This is an optimization exercise on Yosys and OpenROAD, whose aim is small area, a short achievable clock period and few clock cycles per item, not a production implementation. Function was checked by simulation only, so behaviour that the tests miss may differ from the original.

## JK
==> flow/design.v <==
package iirt_pkg;
    localparam int PORT_W  = 8;
    localparam int ORIG_W  = 16;
    localparam int GEN_W   = 15;
    localparam int TDATA_W = 40;
    typedef enum logic [1:0] {
        KIND_ASSIGNED = 2'd0,
        KIND_ROUTED   = 2'd1,
        KIND_NO_MATCH = 2'd2,
        KIND_FULL     = 2'd3
    } kind_t;
    typedef struct packed {
        logic [PORT_W-1:0] port;
        logic [ORIG_W-1:0] orig;
        logic [GEN_W-1:0]  gen;
    } entry_t;
    typedef struct packed {
        logic capture;     
        logic request;     
        logic scan_step;   
        logic finish;      
    } dp_cmd_t;
    typedef struct packed {
        logic out_free;    
        logic fill_zero;   
        logic match;       
        logic pend_valid;  
        logic scan_last;   
    } dp_stat_t;
endpackage
module invoke_id_remap_table_core #(
    parameter int unsigned TABLE_DEPTH = 16,
    parameter int unsigned ID_LIMIT    = 32767
) (
    input  logic                         clk,
    input  logic                         rst_n,
    input  logic [iirt_pkg::TDATA_W-1:0] s_tdata,
    input  logic [0:0]                   s_tuser,
    input  logic                         s_tvalid,
    output logic                         s_tready,
    output logic [iirt_pkg::TDATA_W-1:0] m_tdata,
    output logic [1:0]                   m_tuser,
    output logic                         m_tlast,
    output logic                         m_tvalid,
    input  logic                         m_tready
);
    localparam int D   = TABLE_DEPTH;
    localparam int PW  = iirt_pkg::PORT_W;
    localparam int OW  = iirt_pkg::ORIG_W;
    localparam int GW  = iirt_pkg::GEN_W;
    localparam int PAD = iirt_pkg::TDATA_W - PW - OW - GW;
    localparam logic [GW-1:0] GEN_ONE = 1;
    localparam logic [GW-1:0] GEN_LIM = ID_LIMIT;
    logic          ir_op;
    logic [PW-1:0] ir_port;
    logic [OW-1:0] ir_orig;
    logic [GW-1:0] ir_gen;
    assign ir_op   = s_tuser[0];
    assign ir_port = s_tdata[PW-1:0];
    assign ir_orig = s_tdata[PW+OW-1:PW];
    assign ir_gen  = s_tdata[PW+OW+GW-1:PW+OW];
    logic [D-1:0]  v;
    logic [PW-1:0] t_port [0:D-1];
    logic [OW-1:0] t_orig [0:D-1];
    logic [GW-1:0] t_gen  [0:D-1];
    logic [GW-1:0] nid;      
    logic          b_v, b_op, b_full;
    logic          b_multi;  
    logic          b_rdy;    
    logic [D-1:0]  b_pick;   
    logic          rdy_q;    
    logic [GW-1:0] b_gen;
    logic [D-1:0]  b_sel;    
    logic          oval, olast;
    logic [1:0]    okind;
    logic [PW-1:0] oport;
    logic [OW-1:0] oorig;
    logic [GW-1:0] ogen;
    logic          sval, slast;
    logic [1:0]    skind;
    logic [PW-1:0] sport;
    logic [OW-1:0] sorig;
    logic [GW-1:0] sgen;
    logic          a_go, b_free, b_emit, b_last, full, oload;
    logic          b_v_n, b_multi_n, sval_n;
    logic          m_multi, r_multi;
    logic [D-1:0]  m, pnext, brem, shl;
    logic [1:0]    rkind;
    logic [PW-1:0] rport;
    logic [OW-1:0] rorig;
    function automatic logic multi(input logic [15:0] x);
        logic [7:0] a1, t1;
        logic [3:0] a2, t2;
        logic [1:0] a3, t3;
        for (int i = 0; i < 8; i++)
        begin
            a1[i] = x[2*i] || x[2*i+1];
            t1[i] = x[2*i] && x[2*i+1];
        end
        for (int i = 0; i < 4; i++)
        begin
            a2[i] = a1[2*i] || a1[2*i+1];
            t2[i] = t1[2*i] || t1[2*i+1] || (a1[2*i] && a1[2*i+1]);
        end
        for (int i = 0; i < 2; i++)
        begin
            a3[i] = a2[2*i] || a2[2*i+1];
            t3[i] = t2[2*i] || t2[2*i+1] || (a2[2*i] && a2[2*i+1]);
        end
        multi = t3[0] || t3[1] || (a3[0] && a3[1]);
    endfunction
    function automatic logic multi3(input logic [15:0] x);
        logic [15:0] a, t, h;
        a = x;
        t = '0;
        h = '0;
        for (int w = 8; w >= 1; w = w / 2)
            for (int i = 0; i < w; i++)
            begin
                h[i] = h[2*i] || h[2*i+1] || (t[2*i] && a[2*i+1]) || (a[2*i] && t[2*i+1]);
                t[i] = t[2*i] || t[2*i+1] || (a[2*i] && a[2*i+1]);
                a[i] = a[2*i] || a[2*i+1];
            end
        multi3 = h[0];
    endfunction
    assign b_emit   = b_v && !sval && (!b_multi || b_rdy);
    assign b_free   = rdy_q;     
    assign s_tready = b_free;
    assign a_go     = s_tvalid && b_free;
    assign full     = &v;
    always_comb
    begin
        logic seen;
        for (int i = 0; i < D; i++)
            m[i] = v[i] && ir_op && (t_gen[i] == ir_gen);
        shl[0] = 1'b1;
        for (int i = 1; i < D; i++)
            shl[i] = shl[i-1] && v[i-1];
        brem    = b_sel & ~b_pick;
        b_last  = !b_multi;
        m_multi = multi(m);
        r_multi = multi3(b_sel);
        pnext = b_rdy ? brem : b_sel;
        seen  = 1'b0;
        for (int i = D - 1; i >= 0; i--)
        begin
            logic p;
            p        = pnext[i];
            pnext[i] = p && !seen;
            seen     = seen || p;
        end
        rport  = '0;
        rorig  = '0;
        for (int i = 0; i < D; i++)
        begin
            rport = rport | (t_port[i] & {PW{b_pick[i]}});
            rorig = rorig | (t_orig[i] & {OW{b_pick[i]}});
        end
        if (b_op)
            rkind = (b_sel != '0) ? iirt_pkg::KIND_ROUTED : iirt_pkg::KIND_NO_MATCH;
        else
            rkind = b_full ? iirt_pkg::KIND_FULL : iirt_pkg::KIND_ASSIGNED;
    end
    always_ff @(posedge clk or negedge rst_n)
    begin
        if (!rst_n)
        begin
            v    <= '0;
            nid  <= GEN_ONE;
            b_v  <= 1'b0;
            oval <= 1'b0;
            sval <= 1'b0;
        end
        else
        begin
            if (a_go && !ir_op && !full)
            begin
                for (int i = 0; i < D; i++)
                    if (shl[i])
                        v[i] <= (i == 0) ? 1'b1 : v[i-1];
                nid <= (nid == GEN_LIM) ? GEN_ONE : nid + GEN_ONE;
            end
            else if (a_go)
                v <= v & ~m;
            if (b_free)
                b_v <= a_go;
            if (oload)
                oval <= sval || b_emit;
            if (!oload && b_emit)
                sval <= 1'b1;
            else if (oload)
                sval <= 1'b0;
        end
    end
    always_ff @(posedge clk)
    begin
        if (a_go && !ir_op && !full)
        begin
            for (int i = 0; i < D; i++)
                if (shl[i])
                begin
                    if (i == 0)
                    begin
                        t_port[i] <= ir_port;
                        t_orig[i] <= ir_orig;
                        t_gen[i]  <= nid;
                    end
                    else
                    begin
                        t_port[i] <= t_port[i-1];
                        t_orig[i] <= t_orig[i-1];
                        t_gen[i]  <= t_gen[i-1];
                    end
                end
        end
    end
    always_ff @(posedge clk)
    begin
        if (b_free)
        begin
            b_op   <= ir_op;
            b_full <= full;
            b_gen  <= ir_op ? ir_gen : (full ? '0 : nid);
            b_sel  <= m;
            b_pick <= m;
        end
        else if (b_multi && (!b_rdy || b_emit))
        begin
            if (b_emit)
                b_sel <= brem;
            b_pick <= pnext;
        end
    end
    always_ff @(posedge clk or negedge rst_n)
    begin
        if (!rst_n)
        begin
            b_multi <= 1'b0;
            b_rdy   <= 1'b0;
        end
        else if (b_free)
        begin
            b_multi <= a_go && m_multi;
            b_rdy   <= 1'b0;
        end
        else
        begin
            if (b_emit)
                b_multi <= r_multi;
            if (b_multi)
                b_rdy <= 1'b1;
        end
    end
    always_comb
    begin
        b_v_n     = b_free ? a_go : b_v;
        b_multi_n = b_free ? (a_go && m_multi) : (b_emit ? r_multi : b_multi);
        sval_n    = oload ? 1'b0 : (b_emit ? 1'b1 : sval);
    end
    always_ff @(posedge clk or negedge rst_n)
    begin
        if (!rst_n)
            rdy_q <= 1'b1;
        else
            rdy_q <= !b_v_n || (!sval_n && !b_multi_n);
    end
    assign oload = !oval || m_tready;
    always_ff @(posedge clk)
    begin
        if (oload)
        begin
            if (sval)
            begin
                okind <= skind;
                olast <= slast;
                oport <= sport;
                oorig <= sorig;
                ogen  <= sgen;
            end
            else
            begin
                okind <= rkind;
                olast <= b_last;
                oport <= rport;
                oorig <= rorig;
                ogen  <= b_gen;
            end
        end
    end
    always_ff @(posedge clk)
    begin
        if (!sval)
        begin
            skind <= rkind;
            slast <= b_last;
            sport <= rport;
            sorig <= rorig;
            sgen  <= b_gen;
        end
    end
    assign m_tvalid = oval;
    assign m_tuser  = okind;
    assign m_tlast  = olast;
    assign m_tdata  = {{PAD{1'b0}}, ogen, oorig, oport};
endmodule
==> flow/config.mk <==
export PLATFORM = sky130hd
export DESIGN_NAME = invoke_id_remap_table_core
export DESIGN_NICKNAME = invoke_id_remap_table_core
export VERILOG_FILES = /design/flow/design.v
export SDC_FILE = /design/flow/constraint.sdc
export NUM_CORES = 4
export LEC_CHECK = 0
export CAP_MARGIN = 20
export CORE_MARGIN = 2
export CORE_UTILIZATION = 40
export CTS_CLUSTER_DIAMETER = 60
export CTS_CLUSTER_SIZE = 26
export SETUP_SLACK_MARGIN = 2.5
export SLEW_MARGIN = 20
==> flow/constraint.sdc <==
create_clock -name core_clock -period 5.0 [get_ports {clk}]
set_input_delay 1.0000 -clock core_clock [delete_from_list [all_inputs] [get_ports {clk}]]
set_output_delay 1.0000 -clock core_clock [all_outputs]
set_load 0.01 [all_outputs]
standard.sh (not shown) runs the stock make flow with config.mk's settings and CLKGATE_MAP_FILE= SYNTH_SCRIPT=/design/flow/synth_recipe.tcl, a recipe that flattens the netlist after the stock synthesis.
==> flow/flow/run.sh <==
#!/bin/bash
# Layout flow: the standard flow (standard.sh) with two changes after
# synthesis, which itself runs unchanged:
#  - the input and output ports are buffered with buf_4 cells instead of the
#    default port buffer cell
#  - timing repair may resize a cell to any cell of the same function, not only
#    to one of the same footprint (MATCH_CELL_FOOTPRINT 0)
# Each step's full output goes to a log file of its own in this folder.
set -euo pipefail
EXTRA="'BUFFER_PORTS_ARGS=-buffer_cell sky130_fd_sc_hd__buf_4' MATCH_CELL_FOOTPRINT=0"
sed "s|\"\${@:-finish}\"|$EXTRA \"\${@:-finish}\"|" standard.sh > standard_extra.sh
grep -q "MATCH_CELL_FOOTPRINT=0" standard_extra.sh
bash standard.sh synth > synth.log 2>&1
bash standard_extra.sh finish > layout.log 2>&1
test -s out/final.def
JK was carried through to the last stage, and its layout satisfied the timing, DRC and antenna checks.
Testbench counts of JK, summed over its fixed seeds: cycles 3,216, items 3,200.
Edits applied to the flow inputs when going from JK to MS:
--- a/flow/design.v
+++ b/flow/design.v
@@ -67,8 +67,7 @@
     logic          b_v, b_op, b_full;
     logic          b_multi;  
     logic          b_rdy;    
-    logic [D-1:0]  b_pick;   
-    logic          rdy_q;    
+    logic [D-1:0]  b_ps;
     logic [GW-1:0] b_gen;
     logic [D-1:0]  b_sel;    
     logic          oval, olast;
@@ -82,9 +81,8 @@
     logic [OW-1:0] sorig;
     logic [GW-1:0] sgen;
     logic          a_go, b_free, b_emit, b_last, full, oload;
-    logic          b_v_n, b_multi_n, sval_n;
     logic          m_multi, r_multi;
-    logic [D-1:0]  m, pnext, brem, shl;
+    logic [D-1:0]  m, psel, pnext, brem, shl;
     logic [1:0]    rkind;
     logic [PW-1:0] rport;
     logic [OW-1:0] rorig;
@@ -124,7 +122,7 @@
         multi3 = h[0];
     endfunction
     assign b_emit   = b_v && !sval && (!b_multi || b_rdy);
-    assign b_free   = rdy_q;     
+    assign b_free   = !b_v || (b_emit && !b_multi);
     assign s_tready = b_free;
     assign a_go     = s_tvalid && b_free;
     assign full     = &v;
@@ -136,7 +134,8 @@
         shl[0] = 1'b1;
         for (int i = 1; i < D; i++)
             shl[i] = shl[i-1] && v[i-1];
-        brem    = b_sel & ~b_pick;
+        psel    = b_multi ? b_ps : b_sel;
+        brem    = b_sel & ~b_ps;
         b_last  = !b_multi;
         m_multi = multi(m);
         r_multi = multi3(b_sel);
@@ -153,8 +152,8 @@
         rorig  = '0;
         for (int i = 0; i < D; i++)
         begin
-            rport = rport | (t_port[i] & {PW{b_pick[i]}});
-            rorig = rorig | (t_orig[i] & {OW{b_pick[i]}});
+            rport = rport | (t_port[i] & {PW{psel[i]}});
+            rorig = rorig | (t_orig[i] & {OW{psel[i]}});
         end
         if (b_op)
             rkind = (b_sel != '0) ? iirt_pkg::KIND_ROUTED : iirt_pkg::KIND_NO_MATCH;
@@ -222,14 +221,11 @@
             b_full <= full;
             b_gen  <= ir_op ? ir_gen : (full ? '0 : nid);
             b_sel  <= m;
-            b_pick <= m;
-        end
-        else if (b_multi && (!b_rdy || b_emit))
-        begin
-            if (b_emit)
-                b_sel <= brem;
-            b_pick <= pnext;
-        end
+        end
+        else if (b_emit && b_multi)
+            b_sel <= brem;
+        if (!b_rdy || b_emit)
+            b_ps <= pnext;
     end
     always_ff @(posedge clk or negedge rst_n)
     begin
@@ -250,19 +246,6 @@
             if (b_multi)
                 b_rdy <= 1'b1;
         end
-    end
-    always_comb
-    begin
-        b_v_n     = b_free ? a_go : b_v;
-        b_multi_n = b_free ? (a_go && m_multi) : (b_emit ? r_multi : b_multi);
-        sval_n    = oload ? 1'b0 : (b_emit ? 1'b1 : sval);
-    end
-    always_ff @(posedge clk or negedge rst_n)
-    begin
-        if (!rst_n)
-            rdy_q <= 1'b1;
-        else
-            rdy_q <= !b_v_n || (!sval_n && !b_multi_n);
     end
     assign oload = !oval || m_tready;
     always_ff @(posedge clk)
--- outcome ---
In MS, routed metal-1 wirelength is higher than in JK. Launching instance or port of the critical path: b_multi -> MS, v[3] -> JK. Compared with JK, MS shows global-route usage higher by 1.6 points. Vias per cell: MS > JK. Diff MS and JK: biggest fanout along the worst timing path lower in JK. Sort MS and JK by final RePlAce weighted congestion desc -> top: JK. Sort MS and JK by fill cell total of the finished layout, ascending, and MS comes first.
Testbench counts of MS, summed over its fixed seeds: cycles 3,216, items 3,200.

==> port drivers added, routing unchanged <==
The flow's constraints put no driver on any port. The routed layouts listed below were extracted and timed again, unchanged, in two steps.
Step 1, drivers: a clkbuf_16 drives clk and a buf_2 each remaining input, both assumed.
Step 2 times the ports against the registers' clock, not the clock port: input delays grow and output delays shrink by t, the midpoint of the rising clock arrivals with the driver on.
Three values: no drivers, after step 1, after step 2; two values: the first two.
| run | t (ns) | setup slack, ns | hold slack, ns | slew at the worst register clock pin (ns) | worst data-port slew with drivers (ns) |
|---|---|---|---|---|---|
| JK | 0.678 | 2.534 / 2.478 / 1.957 | 0.360 / 0.321 / 0.436 | 0.10 / 0.10 | 0.07 |
| MS | 0.683 | 2.356 / 2.296 / 1.860 | 0.322 / 0.286 / 0.403 | 0.10 / 0.10 | 0.07 |
After both steps every run listed still meets setup and hold. The setup slack of JK, which loses most, moves by -0.056 ns with the drivers and by -0.577 ns with both steps.
